This design comes from an exercise in tuning for small area and a short achievable clock period on the open sky130 flow, not from production work. The RTL was checked by simulation tests, not by an equivalence proof against the original design.

<file path="design/flow/config.mk">
export PLATFORM = sky130hd
export DESIGN_NAME = raw_to_rgb_top
export DESIGN_NICKNAME = raw_to_rgb_top
export VERILOG_FILES = /design/flow/design.v
export SDC_FILE = /design/flow/constraint.sdc
export NUM_CORES = 4
export LEC_CHECK = 0
export CAP_MARGIN = 20
export CORE_MARGIN = 2
export CORE_UTILIZATION = 40
export SLEW_MARGIN = 20
</file>
<file path="design/flow/constraint.sdc">
create_clock -name core_clock -period 7.5 [get_ports {clk}]
set_input_delay 1.5000 -clock core_clock [delete_from_list [all_inputs] [get_ports {clk}]]
set_output_delay 1.5000 -clock core_clock [all_outputs]
set_load 0.01 [all_outputs]
</file>
<file path="design/flow/design.v">
package demosaic_pkg;
    localparam int IMG_HDISP    = 32;                   
    localparam int IMG_VDISP    = 16;                   
    localparam int COL_W        = $clog2(IMG_HDISP);    
    localparam int ROW_W        = $clog2(IMG_VDISP);    
    localparam int PIPE_LATENCY = 3;
    typedef logic [7:0]       pixel_t;                  
    typedef logic [COL_W-1:0] col_t;                    
    typedef logic [ROW_W-1:0] row_t;                    
    typedef logic [199:0] window_t;                    
    typedef enum logic [1:0] {
        FRAME_IDLE,                                     
        LINE_ACTIVE,                                    
        LINE_GAP                                        
    } frame_state_t;
endpackage
`timescale 1ns/1ps
module line_buffer
(
    input  logic   clk,
    input  logic   wr_en,
    input  demosaic_pkg::col_t   col,
    input  demosaic_pkg::pixel_t din,
    output demosaic_pkg::pixel_t dout
);
    demosaic_pkg::pixel_t mem [0:demosaic_pkg::IMG_HDISP-1];                       
    assign dout = mem[col];
    always_ff @(posedge clk)
    begin
        if (wr_en)
            mem[col] <= din;
    end
endmodule
`timescale 1ns/1ps
module window_5x5
(
    input  logic    clk,
    input  logic    rst_n,
    input  logic    href,
    input  demosaic_pkg::pixel_t  raw,
    input  demosaic_pkg::row_t    row,
    input  demosaic_pkg::col_t    col,
    output demosaic_pkg::window_t win,
    output logic    win_valid
);
    demosaic_pkg::pixel_t [4:0] tap;                   
    assign tap[0] = raw;                               
    for (genvar k = 0; k < 4; k++)
    begin : g_lb
        line_buffer line_buffer_i (
            .clk   (clk),
            .wr_en (href),
            .col   (col),
            .din   (tap[k]),                           
            .dout  (tap[k+1])
        );
    end
    always_ff @(posedge clk)
    begin
        if (href)
        begin
            for (int i = 0; i < 5; i++)
            begin
                win[8*(5*i+0) +: 8] <= (row < i) ? '0 : tap[i];
                for (int j = 1; j < 5; j++)
                begin
                    win[8*(5*i+j) +: 8] <= (col < j) ? '0 : win[8*(5*i+(j-1)) +: 8];
                end
            end
        end
    end
    always_ff @(posedge clk or negedge rst_n)
    begin
        if (!rst_n)
            win_valid <= 1'b0;
        else
            win_valid <= href;                         
    end
endmodule
`timescale 1ns/1ps
module bayer_kernel
(
    input  logic       clk,
    input  logic       rst_n,
    input  demosaic_pkg::window_t    win,
    input  logic       win_valid,
    input  demosaic_pkg::row_t       row,
    input  demosaic_pkg::col_t       col,
    input  logic [1:0] mirror,
    output demosaic_pkg::pixel_t     red,
    output demosaic_pkg::pixel_t     green,
    output demosaic_pkg::pixel_t     blue
);
    typedef logic signed [13:0] acc_t;                 
    function automatic acc_t ext(input demosaic_pkg::pixel_t p);
        ext = {6'b0, p};
    endfunction
    function automatic demosaic_pkg::pixel_t clamp8(input acc_t v);
        if (v < 0)
            clamp8 = 8'h00;
        else if (v > 255)
            clamp8 = 8'hff;
        else
            clamp8 = v[7:0];
    endfunction
    logic [1:0] par_q;                                 
    logic [1:0] r_par;                                 
    acc_t       c, up1, dn1, lf1, rt1, up2, dn2, lf2, rt2;
    acc_t       diag, n1, n2, h2, v2;
    acc_t       g_raw, h_raw, v_raw, x_raw;
    demosaic_pkg::pixel_t     c_q, g_q, h_q, v_q, x_q;
    logic [1:0] site_q;                                
    logic       valid_q;
    assign c    = ext(win[8*(5*2+2) +: 8]);
    assign up1  = ext(win[8*(5*3+2) +: 8]);
    assign dn1  = ext(win[8*(5*1+2) +: 8]);
    assign lf1  = ext(win[8*(5*2+3) +: 8]);
    assign rt1  = ext(win[8*(5*2+1) +: 8]);
    assign up2  = ext(win[8*(5*4+2) +: 8]);
    assign dn2  = ext(win[8*(5*0+2) +: 8]);
    assign lf2  = ext(win[8*(5*2+4) +: 8]);
    assign rt2  = ext(win[8*(5*2+0) +: 8]);
    assign diag = ext(win[8*(5*1+1) +: 8]) + ext(win[8*(5*1+3) +: 8]) + ext(win[8*(5*3+1) +: 8]) + ext(win[8*(5*3+3) +: 8]);
    assign n1   = up1 + dn1 + lf1 + rt1;
    assign h2   = lf2 + rt2;
    assign v2   = up2 + dn2;
    assign n2   = h2 + v2;
    assign g_raw = ((c <<< 2) + (n1 <<< 1) - n2) >>> 3;                    
    assign h_raw = ((c <<< 2) + c + ((lf1 + rt1) <<< 2) - diag - h2
                   + (v2 >>> 1)) >>> 3;                                     
    assign v_raw = ((c <<< 2) + c + ((up1 + dn1) <<< 2) - diag - v2
                   + (h2 >>> 1)) >>> 3;                                     
    assign x_raw = ((c <<< 2) + (c <<< 1) + (diag <<< 1) - n2
                   - (n2 >>> 1)) >>> 3;                                     
    always_comb
    begin
        case (mirror)
            2'd3:    r_par = 2'b11;
            2'd2:    r_par = 2'b10;
            2'd0:    r_par = 2'b01;
            default: r_par = 2'b00;
        endcase
    end
    always_ff @(posedge clk or negedge rst_n)
    begin
        if (!rst_n)
        begin
            par_q   <= 2'b00;
            valid_q <= 1'b0;
        end
        else
        begin
            par_q   <= {row[0], col[0]};               
            valid_q <= win_valid;
        end
    end
    always_ff @(posedge clk)
    begin
        if (win_valid)
        begin
            c_q    <= win[8*(5*2+2) +: 8];
            g_q    <= clamp8(g_raw);
            h_q    <= clamp8(h_raw);
            v_q    <= clamp8(v_raw);
            x_q    <= clamp8(x_raw);
            site_q <= par_q ^ r_par;                   
        end
    end
    always_ff @(posedge clk or negedge rst_n)
    begin
        if (!rst_n)
        begin
            red   <= '0;
            green <= '0;
            blue  <= '0;
        end
        else if (valid_q)
        begin
            case (site_q)
                2'b00:                                 
                begin
                    red   <= c_q;
                    green <= g_q;
                    blue  <= x_q;
                end
                2'b11:                                 
                begin
                    red   <= x_q;
                    green <= g_q;
                    blue  <= c_q;
                end
                2'b01:                                 
                begin
                    red   <= h_q;
                    green <= c_q;
                    blue  <= v_q;
                end
                default:                               
                begin
                    red   <= v_q;
                    green <= c_q;
                    blue  <= h_q;
                end
            endcase
        end
    end
endmodule
`timescale 1ns/1ps
module frame_ctrl
(
    input  logic clk,
    input  logic rst_n,
    input  logic vsync,
    input  logic href,
    input  logic hsync,
    output logic line_end,
    output logic frame_start,
    output logic post_vsync,
    output logic post_href,
    output logic post_hsync
);
    demosaic_pkg::frame_state_t                 state;
    demosaic_pkg::frame_state_t                 state_nxt;
    logic                         vsync_q;             
    logic [$clog2(demosaic_pkg::IMG_HDISP):0]   run_len;             
    logic [demosaic_pkg::PIPE_LATENCY-1:0]      vsync_dly;
    logic [demosaic_pkg::PIPE_LATENCY-1:0]      href_dly;
    logic [demosaic_pkg::PIPE_LATENCY-1:0]      hsync_dly;
    always_comb
    begin
        state_nxt = state;
        case (state)
            demosaic_pkg::FRAME_IDLE:
                if (vsync && href)
                    state_nxt = demosaic_pkg::LINE_ACTIVE;           
            demosaic_pkg::LINE_ACTIVE:
                if (!href)
                    state_nxt = vsync ? demosaic_pkg::LINE_GAP : demosaic_pkg::FRAME_IDLE;
            demosaic_pkg::LINE_GAP:
                if (!vsync)
                    state_nxt = demosaic_pkg::FRAME_IDLE;            
                else if (href)
                    state_nxt = demosaic_pkg::LINE_ACTIVE;
            default:
                state_nxt = demosaic_pkg::FRAME_IDLE;
        endcase
    end
    always_ff @(posedge clk or negedge rst_n)
    begin
        if (!rst_n)
        begin
            state   <= demosaic_pkg::FRAME_IDLE;
            vsync_q <= 1'b0;
            run_len <= '0;
        end
        else
        begin
            state   <= state_nxt;
            vsync_q <= vsync;
            run_len <= href ? run_len + 1'b1 : '0;     
        end
    end
    assign line_end    = (state == demosaic_pkg::LINE_ACTIVE) && !href;    
    assign frame_start = vsync && !vsync_q;                  
    always_ff @(posedge clk or negedge rst_n)
    begin
        if (!rst_n)
        begin
            vsync_dly <= '0;
            href_dly  <= '0;
            hsync_dly <= '0;
        end
        else
        begin
            vsync_dly <= {vsync_dly[demosaic_pkg::PIPE_LATENCY-2:0], vsync};
            href_dly  <= {href_dly[demosaic_pkg::PIPE_LATENCY-2:0], href};
            hsync_dly <= {hsync_dly[demosaic_pkg::PIPE_LATENCY-2:0], hsync};
        end
    end
    assign post_vsync = vsync_dly[demosaic_pkg::PIPE_LATENCY-1];
    assign post_href  = href_dly[demosaic_pkg::PIPE_LATENCY-1];
    assign post_hsync = hsync_dly[demosaic_pkg::PIPE_LATENCY-1];
endmodule
`timescale 1ns/1ps
module position_counter
(
    input  logic clk,
    input  logic rst_n,
    input  logic href,
    input  logic line_end,
    input  logic frame_start,
    output demosaic_pkg::row_t row,
    output demosaic_pkg::col_t col
);
    always_ff @(posedge clk or negedge rst_n)
    begin
        if (!rst_n)
            col <= '0;
        else if (href)
        begin
            if (col == demosaic_pkg::col_t'(demosaic_pkg::IMG_HDISP - 1))
                col <= '0;                             
            else
                col <= col + 1'b1;
        end
        else if (line_end)
            col <= '0;
    end
    always_ff @(posedge clk or negedge rst_n)
    begin
        if (!rst_n)
            row <= '0;
        else if (frame_start)
            row <= '0;                                 
        else if (line_end)
        begin
            if (row == demosaic_pkg::row_t'(demosaic_pkg::IMG_VDISP - 1))
                row <= '0;
            else
                row <= row + 1'b1;
        end
    end
endmodule
`timescale 1ns/1ps
module raw_to_rgb_top
(
    input  logic       clk,
    input  logic       rst_n,
    input  logic       vsync,
    input  logic       href,
    input  logic       hsync,
    input  logic [1:0] mirror,
    input  demosaic_pkg::pixel_t     raw,
    output logic       post_vsync,
    output logic       post_href,
    output logic       post_hsync,
    output demosaic_pkg::pixel_t     red,
    output demosaic_pkg::pixel_t     green,
    output demosaic_pkg::pixel_t     blue
);
    logic    line_end;
    logic    frame_start;
    demosaic_pkg::row_t    row;                                      
    demosaic_pkg::col_t    col;
    demosaic_pkg::window_t win;
    logic    win_valid;
    frame_ctrl frame_ctrl_i (
        .clk         (clk),
        .rst_n       (rst_n),
        .vsync       (vsync),
        .href        (href),
        .hsync       (hsync),
        .line_end    (line_end),
        .frame_start (frame_start),
        .post_vsync  (post_vsync),
        .post_href   (post_href),
        .post_hsync  (post_hsync)
    );
    position_counter position_counter_i (
        .clk         (clk),
        .rst_n       (rst_n),
        .href        (href),
        .line_end    (line_end),
        .frame_start (frame_start),
        .row         (row),
        .col         (col)
    );
    window_5x5 window_5x5_i (
        .clk       (clk),
        .rst_n     (rst_n),
        .href      (href),
        .raw       (raw),
        .row       (row),
        .col       (col),
        .win       (win),
        .win_valid (win_valid)
    );
    bayer_kernel bayer_kernel_i (
        .clk       (clk),
        .rst_n     (rst_n),
        .win       (win),
        .win_valid (win_valid),
        .row       (row),
        .col       (col),
        .mirror    (mirror),
        .red       (red),
        .green     (green),
        .blue      (blue)
    );
endmodule
</file>
<file path="design/flow/run.sh">
#!/bin/bash
# synth_recipe.tcl (not shown) runs the flow's synth.tcl, then flattens the netlist and writes it again
# the make line also repeats each setting of config.mk as NAME=value (left out here)
make -C /OpenROAD-flow-scripts/flow DESIGN_CONFIG=/design/flow/config.mk WORK_HOME=/design/flow/orfs CLKGATE_MAP_FILE= SYNTH_SCRIPT=/design/flow/synth_recipe.tcl finish
</file>
==> summary.txt <==
==> layer usage <==
| layer | GRT usage (%) | part of all wire (%) | routed length, µm | up-vias |
|---|---|---|---|---|
| met1 | 26.9 | 44 | 57900 | 14641 |
| met4 | 5.74 | 2.6 | 3420 | 2 |
| met3 | 3.34 | 6.3 | 8270 | 212 |
| li1 | - | - | - | 12085 |
| met2 | 29.7 | 47 | 62500 | 924 |
| met5 | 0 | 0.0083 | 11 | - |
==> synth_stat cells (5+ instances only) <==
cell type / instances
o21bai_1: 12
nand2_1: 63
xor2_1: 34
a211oi_1: 7
a31oi_1: 5
o31a_1: 10
dfrtp_1: 46
inv_1: 211
ha_1: 164
fa_1: 90
mux2i_1: 19
clkbuf_1: 65
buf_2: 33
o21a_1: 16
a21o_1: 38
mux4_2: 320
nand2b_1: 16
o21ai_0: 78
nand3_1: 10
a222oi_1: 16
mux2_2: 42
nor2b_1: 109
edfxtp_1: 1218
xnor2_1: 63
a21boi_1: 10
a21boi_0: 13
buf_1: 9
nor2_1: 122
and3_1: 6
a21oi_1: 94
and2_1: 9
nor3_1: 10
==> flip-flops by register name, summed over array words and instances, names as in the netlist, 8 cells and up <==
name                                 count
bayer_kernel_i.blue                      8
bayer_kernel_i.c_q                       8
bayer_kernel_i.g_q                       8
bayer_kernel_i.green                     8
bayer_kernel_i.h_q                       8
bayer_kernel_i.red                       8
bayer_kernel_i.v_q                       8
bayer_kernel_i.x_q                       8
window_5x5_i.g_lb.line_buffer_i.mem   1024
window_5x5_i.win                       152
==> metrics by stage <==
step / hold WS (ps) / utilization [%] / cell area [µm²]
2_1_floorplan: 331 / - / 55600
3_3_place_gp: 333 / 42.5 / 58500
3_5_place_dp: 339 / 42.5 / 58600
4_1_cts: 330 / 45.6 / 62800
5_1_grt: 350 / 45.6 / 62800
6_report: 312 / 45.6 / 62800
==> logic make-up after synthesis <==
kind of cell	synth area share, %
flip-flops	67.9
AO/OA/AOI/OAI	3.82
AND/OR/NAND/NOR	3.41
adder cells (fa/ha/maj)	6.93
XOR/XNOR	1.56
multiplexers	14.2
buffers and inverters	2.23
==> cell usage in the layout, fill, tap and decap left out, types with 53 or more instances in the layout <==
| cell type | instances |
|---|---|
| a21oi_1 | 93 |
| buf_4 | 53 |
| clkbuf_16 | 138 |
| edfxtp_1 | 1218 |
| fa_1 | 90 |
| ha_1 | 164 |
| inv_1 | 211 |
| mux4_2 | 320 |
| nand2_1 | 63 |
| nor2_1 | 88 |
| nor2b_1 | 109 |
| o21ai_0 | 78 |
| xnor2_1 | 63 |
==> area by class of cell <==
class                      count  area [µm²]
antenna                        2        5.00
clock buffer                 181        3640
clock inverter                60         582
fill                       11626       74900
inverter                     212         796
multi-input combinational   1430       16900
sequential                  1264       37700
tap                         1794        2240
timing repair buffer          99         880
==> path summary, 6_finish.rpt <==
path | start | end | slack [ps] | cells past startpoint
max in group asynchronous | rst_n | position_counter_i.col[1]$_DFFE_PN0P_ | 6020 | 2
min in group asynchronous | rst_n | bayer_kernel_i.red[3]$_DFFE_PN0P_ | 870 | 2
setup / recovery | window_5x5_i.win[48]$_SDFFCE_PN0P_ | bayer_kernel_i.v_q[2]$_SDFFCE_PN0P_ | 590 | 26
setup reg to reg | window_5x5_i.win[48]$_SDFFCE_PN0P_ | bayer_kernel_i.v_q[2]$_SDFFCE_PN0P_ | 590 | 26
hold reg to reg | frame_ctrl_i.hsync_dly[1]$_DFF_PN0_ | frame_ctrl_i.hsync_dly[2]$_DFF_PN0_ | 310 | 0
hold / removal | frame_ctrl_i.hsync_dly[1]$_DFF_PN0_ | frame_ctrl_i.hsync_dly[2]$_DFF_PN0_ | 310 | 0
==> results by group <==
Timing
  • Crit path time final: 6910 ps
  • Slew Viols, Final: 0
  • Worst rel slew slack: 26.7%
  • Least-Margin Pin Slew: 1100 ps
  • Clock skew: 35.8 ps
  • Final period util: 92.2%
  • Setup TNS: 0 ps
  • RSZ-0062 raised after global routing: no
  • Number of hold violations in the final report: 0
  • Final setup slack of the worst path: 588 ps
  • Max Fclk: 145 MHz
  • Final setup violating endpoints: 0

Setup path
  • Worst path slowest cell: fa_1
  • CP most frequent cell: fa_1
  • CP Launch Type: flip-flop
  • Crit path required time: 8010 ps
  • Worst-path maximum fanout: 8
  • Worst path top cell family by delay: adder cells
  • CP max stage delay: 490 ps
  • Buf+Inv Stages, Crit Path: 5
  • Crit Path Class: flip-flop to flip-flop
  • Setup crit end kind: flip-flop
  • Data arrival time of the worst path: 7420 ps

Detailed routing
  • DR WL/cell: 26.2 µm
  • Vias per inst: 5.53
  • DR iter-0 viols: 2944
  • Routed via count: 27864
  • Post-Route WL: 132000 µm
  • Pre-antenna DRT Iters: 9
  • Antenna viol nets, final: 0
  • Drc violations: 0

Run status
  • Status: complete, no violations

GRT
  • Initial antenna violation count: 9
  • All-Layer GR Usage: 18.9%
  • Grt total ovfl: 0
  • Vias in the first global route: 28388
  • First-pass GRT wire length: 194000 µm
  • Largest net degree at the start of global routing: 143

Synth
  • Area contributors post-synth: edfxtp_1 66%, mux4_2 13%, ha_1 3.7%
  • EDFF count, synth: 1218
  • Yosys warns: 5
  • Avg Inst Size Synth: 18.4 µm²
  • Synth unique cells: 73
  • Async SR Flop Fraction: 3.64%
  • Count of state elements after synthesis: 1264
  • Synth area leader: edfxtp_1
  • Top-area cell type share of the netlist area: 65.8%
  • Mapped Nets: 3282
  • Synthesized area: 55600 µm²
  • Seq/Total Area, Yosys: 67.9%
  • Ys flop type: edfxtp_1
  • Mapped Cells: 3013

CTS
  • Worst-path clk slew: 60 ps
  • Clock Path Buffers: 3
  • CTS Buf Count: 135
  • Skew-Pair Late Insertion Delay: 770 ps
  • H-tree depth: 4
  • Resize count post-CTS: 0
  • TritonCTS Sinks: 1264
  • Post-CTS Setup Repair Bufs: 0
  • CTS Root Cell: clkbuf_16
  • CTS tree: yes
  • # hold bufs at CTS: 0

Floorplan
  • Die area: 142000 µm²
  • Row cnt: 136
  • Core ar.: 138000 µm²
  • Die H: 377 µm
  • Starting Density: 40.4%
  • # IOs: 42
  • Die X: 377 µm

Placement
  • Post-DP HPWL: 78600 µm
  • DP Cell Count: 4798
  • Gpl congestion: 0.851
  • Port bufs: 41
  • Dpl ws: 585 ps

Final layout
  • Non-Filler Instances: 5042
  • Nets: 3411
  • Share of cells above drive strength 1: 20.4%
  • Layout area overhead: 13.0%

Worst hold path
  • Hold WC Path Type: flip-flop to flip-flop

Run
  • Max Cap Viol: 0

==> separate check: timing with driven ports <==
In the flow no input, the clock included, has a driving cell. The finished layout below was timed again as built, in two steps. Step 1 (the two cells are an assumption about what drives the block):
set clk [get_ports {clk}]
set_driving_cell -lib_cell sky130_fd_sc_hd__clkbuf_16 $clk
set_driving_cell -lib_cell sky130_fd_sc_hd__buf_2 [delete_from_list [all_inputs] $clk]
Step 2 also shifts input and output timing later by t, the mid clock arrival at the registers, as if the neighbouring blocks saw the same clock. a / b / c = ideal ports / drivers / drivers and shift; a / b = the first two.
shift t [ns]: 0.827
slack for setup (ns): 0.588 / 0.588 / 0.588
worst register clock-pin slew, ns: 0.06 / 0.06
After both steps this run still meets setup and hold. The setup slack of this run moves by 0.000 ns with the drivers and by 0.000 ns with both steps.
